Source: an optimization exercise on an open RTL-to-GDS flow (aim: small area). Production flows keep margins and buffers that such runs may drop. In this exercise RTL edits were held to simulation tests only and were not proved equivalent to the original. Power and IR drop assume default switching activity.

## id_stage_pipe
module id_stage_pipe #(
    parameter int XLEN      = 32,
    parameter int NREG      = 32,
    parameter int WB_BYPASS = 1
) (
    input  logic            clk,
    input  logic            rst,
    input  logic            if_valid,
    input  logic [31:0]     if_inst,
    input  logic [XLEN-1:0] if_pc,
    output logic            id_ready,
    input  logic            ex_flush,
    input  logic            wb_we,
    input  logic [4:0]      wb_rd,
    input  logic [XLEN-1:0] wb_data,
    output logic            ex_valid,
    output logic [XLEN-1:0] ex_pc,
    output logic [4:0]      ex_rs1,
    output logic [4:0]      ex_rs2,
    output logic [4:0]      ex_rd,
    output logic [XLEN-1:0] ex_rs1_data,
    output logic [XLEN-1:0] ex_rs2_data,
    output logic [XLEN-1:0] ex_imm,
    output logic [3:0]      ex_alu_ctrl,
    output logic [2:0]      ex_funct3,
    output logic            ex_regwrite,
    output logic            ex_memread,
    output logic            ex_memwrite,
    output logic            ex_alusrc,
    output logic            ex_memtoreg,
    output logic            ex_branch,
    output logic            ex_illegal
);
==> flow/config.mk <==
export PLATFORM = sky130hd
export DESIGN_NAME = id_stage_pipe
export DESIGN_NICKNAME = id_stage_pipe
export VERILOG_FILES = /design/flow/design.v
export SDC_FILE = /design/flow/constraint.sdc
export NUM_CORES = 4
export LEC_CHECK = 0
export CAP_MARGIN = 5
export CORE_MARGIN = 2
export CORE_UTILIZATION = 55
export CTS_CLUSTER_DIAMETER = 90
export CTS_CLUSTER_SIZE = 25
export SLEW_MARGIN = 5
export SYNTH_HIERARCHICAL = 1
export SYNTH_MINIMUM_KEEP_SIZE = 0
==> flow/constraint.sdc <==
create_clock -name core_clock -period 4.5 [get_ports {clk}]
set_input_delay 0.9000 -clock core_clock [delete_from_list [all_inputs] [get_ports {clk}]]
set_output_delay 0.9000 -clock core_clock [all_outputs]
set_load 0.01 [all_outputs]
standard.sh (not shown) runs the stock make flow with config.mk's settings and CLKGATE_MAP_FILE= SYNTH_SCRIPT=/design/flow/synth_recipe.tcl, a recipe that flattens the netlist after the stock synthesis.
==> flow/flow/run.sh <==
#!/bin/bash
# Own flow: the standard layout (standard.sh, unchanged synthesis and steps), except that
# the port buffers that global placement inserts on every input and output are buf_1 cells.
set -euo pipefail
cd "$(dirname "$0")/.."
export BUFFER_PORTS_ARGS="-buffer_cell sky130_fd_sc_hd__buf_1"
bash standard.sh finish > orfs_make.log 2>&1
Then changed:
--- a/flow/config.mk
+++ b/flow/config.mk
@@ -8 +8 @@
-export CAP_MARGIN = 5
+export CAP_MARGIN = 20
@@ -10 +10 @@
-export CORE_UTILIZATION = 55
+export CORE_UTILIZATION = 40
@@ -13 +13 @@
-export SLEW_MARGIN = 5
+export SLEW_MARGIN = 20
=> Count of clock-buffer cells in the layout shrinks by 7; clock power grows by 6.6%; wire length grows by 5.5%; area after synthesis does not change; global-route usage shrinks by 8.9 points.
Then changed:
--- a/flow/config.mk
+++ b/flow/config.mk
@@ -8 +8 @@
-export CAP_MARGIN = 20
+export CAP_MARGIN = 5
@@ -10,4 +10,4 @@
-export CORE_UTILIZATION = 40
-export CTS_CLUSTER_DIAMETER = 90
-export CTS_CLUSTER_SIZE = 25
-export SLEW_MARGIN = 20
+export CORE_UTILIZATION = 55
+export CTS_CLUSTER_DIAMETER = 80
+export CTS_CLUSTER_SIZE = 30
+export SLEW_MARGIN = 5
What happened: Sequential share of layout area came out higher by 0.91 points. Non-clock buffer count came out lower by 15. Utilization came out higher by 17 points.
Then changed:
--- a/flow/config.mk
+++ b/flow/config.mk
@@ -10,3 +10,3 @@
-export CORE_UTILIZATION = 55
-export CTS_CLUSTER_DIAMETER = 80
-export CTS_CLUSTER_SIZE = 30
+export CORE_UTILIZATION = 72
+export CTS_CLUSTER_DIAMETER = 90
+export CTS_CLUSTER_SIZE = 25
After rerunning: The new run ran to the end with no violations; via count rises by a few percent; design area falls slightly; cell count shrinks by a few percent; register-to-register slack degrades by 0.04 ns; sequential cell count stays the same; power decreases slightly.

* * *

JK:
Another version of the RTL of id_stage_pipe (not shown whole).
Size in the first run: ~2,300 cells after synthesis, roughly 1,100 flip-flops, roughly 41,000 µm² of cells after synthesis.
clock: 4.5 ns
lec_check: 0
cap_margin: 20
core_margin: 2
core_utilization: 40
slew_margin: 20
synth_hierarchical: 1
synth_minimum_keep_size: 0
run.sh (not shown) runs the stock make flow with config.mk's settings and CLKGATE_MAP_FILE= SYNTH_SCRIPT=/design/flow/synth_recipe.tcl, a recipe that flattens the netlist after the stock synthesis.
Stock flow here: none of the scripts above is used.
| JK | all stages done | FAIL | setup timing |
## Diff of input files: MS against JK
==> flow/flow/run.sh (new file) <==
#!/bin/bash
# Own flow: the standard layout (standard.sh, unchanged synthesis and steps), except that
# the port buffers that global placement inserts on every input and output are buf_1 cells.
set -euo pipefail
cd "$(dirname "$0")/.."
export BUFFER_PORTS_ARGS="-buffer_cell sky130_fd_sc_hd__buf_1"
bash standard.sh finish > orfs_make.log 2>&1
==> flow/standard.sh (new file) <==
#!/bin/bash
# synth_recipe.tcl (not shown) runs the flow's synth.tcl, then flattens the netlist and writes it again
# the make line also repeats each setting of config.mk as NAME=value (left out here)
make -C /OpenROAD-flow-scripts/flow DESIGN_CONFIG=/design/flow/config.mk WORK_HOME=/design/flow/orfs CLKGATE_MAP_FILE= SYNTH_SCRIPT=/design/flow/synth_recipe.tcl "${@:-finish}"
diff --git a/flow/config.mk b/flow/config.mk
--- a/flow/config.mk
+++ b/flow/config.mk
@@ -8,5 +8,7 @@
 export CAP_MARGIN = 20
 export CORE_MARGIN = 2
-export CORE_UTILIZATION = 40
+export CORE_UTILIZATION = 55
+export CTS_CLUSTER_DIAMETER = 90
+export CTS_CLUSTER_SIZE = 25
 export SLEW_MARGIN = 20
 export SYNTH_HIERARCHICAL = 1
removed: flow/run.sh
### Flow results
JK -> stages 100% | layout checks FAIL | setup timing. Final checks on MS, whose flow otherwise completed, came back failing, citing setup timing. Between JK and MS, cell count decreased. Relative to JK, met2 track utilization from global routing increased by 16 points in MS. Via count of MS falls short of that of JK slightly. Setup WNS JK -> MS: worse. Note that the peak supply drop recorded for MS amounts to 0.819 times the value seen in JK. Final-layout clock buffer total, JK and MS: higher on JK. When the final numbers for JK and MS were put side by side, the wire length of the first global-routing pass turned out to be greater in JK.

* * *

id_stage_pipe with an RTL version that a note above also has.
Size in the first run: ~2300 cells after synthesis, ~1100 flip-flops, roughly 270 I/O pins.
export LEC_CHECK = 0
export CAP_MARGIN = 20
export CORE_MARGIN = 2
export CORE_UTILIZATION = 55
export CTS_CLUSTER_DIAMETER = 90
export CTS_CLUSTER_SIZE = 25
export SLEW_MARGIN = 20
export SYNTH_HIERARCHICAL = 1
export SYNTH_MINIMUM_KEEP_SIZE = 0
create_clock -name core_clock -period 4.5 [get_ports {clk}]
standard.sh (not shown) runs the stock make flow with config.mk's settings and CLKGATE_MAP_FILE= SYNTH_SCRIPT=/design/flow/synth_recipe.tcl, a recipe that flattens the netlist after the stock synthesis.
==> flow/flow/run.sh <==
#!/bin/bash
# Own flow: the standard layout (standard.sh, unchanged synthesis and steps), except that
# the port buffers that global placement inserts on every input and output are buf_1 cells.
set -euo pipefail
cd "$(dirname "$0")/.."
export BUFFER_PORTS_ARGS="-buffer_cell sky130_fd_sc_hd__buf_1"
bash standard.sh finish > orfs_make.log 2>&1
The baseline produced a clean layout.
Edit:
CAP_MARGIN = 5   (was 20)
CORE_UTILIZATION = 40   (was 55)
SLEW_MARGIN = 5   (was 20)
Result: The new run finished clean. Global-route usage decreases by 8.8 points. Count of clock-buffer cells in the layout went up by 5. Power goes up by 1.1%. Clock skew fell by 0.0058 ns. Final area grows by 1.2%. Wire length increases by 5.4%. Synthesized area is unchanged. Die area is higher by 37%.
Edit:
CORE_UTILIZATION = 65   (was 40)
Via count increases by about 0.8%.
Wire length decreases by 9.9%.
Clock skew decreases by 0.0035 ns.

* * *

Starting RTL as in the previous note.
==> flow/config.mk <==
export PLATFORM = sky130hd
export DESIGN_NAME = id_stage_pipe
export DESIGN_NICKNAME = id_stage_pipe
export VERILOG_FILES = /design/flow/design.v
export SDC_FILE = /design/flow/constraint.sdc
export NUM_CORES = 4
export LEC_CHECK = 0
export CAP_MARGIN = 5
export CORE_MARGIN = 2
export CORE_UTILIZATION = 65
export CTS_CLUSTER_DIAMETER = 90
export CTS_CLUSTER_SIZE = 25
export PLACE_DENSITY = 0.8
export SLEW_MARGIN = 5
export SYNTH_HIERARCHICAL = 1
export SYNTH_MINIMUM_KEEP_SIZE = 0
==> flow/constraint.sdc <==
create_clock -name core_clock -period 4.5 [get_ports {clk}]
set_input_delay 0.9000 -clock core_clock [delete_from_list [all_inputs] [get_ports {clk}]]
set_output_delay 0.9000 -clock core_clock [all_outputs]
set_load 0.01 [all_outputs]
Scripts as last shown in full above: flow/flow/run.sh
The starting point produced a layout that fails on setup timing.
==> next run, changes <==
CORE_UTILIZATION = 55   (was 65)
GPL_TIMING_DRIVEN = 0   (was not set)
PLACE_DENSITY = not set   (was 0.8)
Outcome: With this change the flow passed the timing, design-rule and antenna checks; design area goes up by 4.2%; first-iteration DRC count went down by 17%; combinational power grows by 13%; via count came out lower by 0.64%; synthesized area is unchanged; global-route usage came out lower by 2.0 points; sequential power barely changes; synthesized cell count does not change; count of clock-buffer cells in the layout falls by 9.
==> next run, changes <==
CAP_MARGIN = 20   (was 5)
CORE_UTILIZATION = 40   (was 55)
CTS_CLUSTER_DIAMETER = not set   (was 90)
CTS_CLUSTER_SIZE = not set   (was 25)
GPL_TIMING_DRIVEN = not set   (was 0)
SLEW_MARGIN = 20   (was 5)
After rerunning: Clock skew rises by 0.0060 ns; worst setup slack is worse by 0.20 ns; worst hold slack is worse by 0.050 ns; wire length rises by 1.4%.

port drivers added, routing unchanged:
In the flow no input, the clock included, has a driving cell. The finished layouts below were timed again as built, in two steps. Step 1 (the two cells are an assumption about what drives the block):
set clk [get_ports {clk}]
set_driving_cell -lib_cell sky130_fd_sc_hd__clkbuf_16 $clk
set_driving_cell -lib_cell sky130_fd_sc_hd__buf_2 [delete_from_list [all_inputs] $clk]
Step 2 times the ports against the registers' clock, not the clock port: input delays grow and output delays shrink by t, the midpoint of the rising clock arrivals with the driver on. Three values: no drivers, after step 1, after step 2; two values: the first two.
run | shift t [ns] | slack for setup (ns) | hold slack, ns | clock arrival spread, ns
the first run of note 1 | 0.724 | 0.072 / 0.000 / 0.724 | 0.325 / 0.279 / 0.806 | 0.020 / 0.020
the second run of note 1 | 0.772 | 0.083 / 0.010 / 0.783 | 0.260 / 0.212 / 0.921 | 0.057 / 0.057
the third run of note 1 | 0.712 | 0.078 / 0.004 / 0.716 | 0.327 / 0.277 / 0.798 | 0.033 / 0.033
the fourth run of note 1 | 0.705 | 0.165 / 0.100 / 0.805 | 0.325 / 0.282 / 0.851 | 0.030 / 0.030
JK | 0.758 | -0.018 / -0.084 / 0.674 | 0.634 / 0.593 / 0.832 | 0.031 / 0.031
MS | 0.702 | -0.027 / -0.092 / 0.610 | 0.334 / 0.291 / 0.860 | 0.027 / 0.028
the first run of note 3 | 0.712 | 0.110 / 0.038 / 0.750 | 0.332 / 0.282 / 0.848 | 0.038 / 0.038
the second run of note 3 | 0.756 | 0.093 / 0.021 / 0.777 | 0.279 / 0.232 / 0.910 | 0.049 / 0.049
the third run of note 3 | 0.704 | 0.172 / 0.106 / 0.610 | 0.340 / 0.298 / 0.814 | 0.029 / 0.029
the first run of note 4 | 0.716 | -0.027 / -0.092 / 0.624 | 0.324 / 0.282 / 0.842 | 0.027 / 0.028
the second run of note 4 | 0.712 | 0.268 / 0.195 / -0.332 | 0.324 / 0.274 / 0.819 | 0.039 / 0.038
the third run of note 4 | 0.762 | 0.064 / -0.008 / 0.753 | 0.273 / 0.226 / 0.915 | 0.059 / 0.059
Met with ideal ports but missed after step 2: setup timing in the second run of note 4. For the second run of note 4, which loses most, drivers alone change the setup slack by -0.073 ns; drivers and shift together by -0.600 ns.
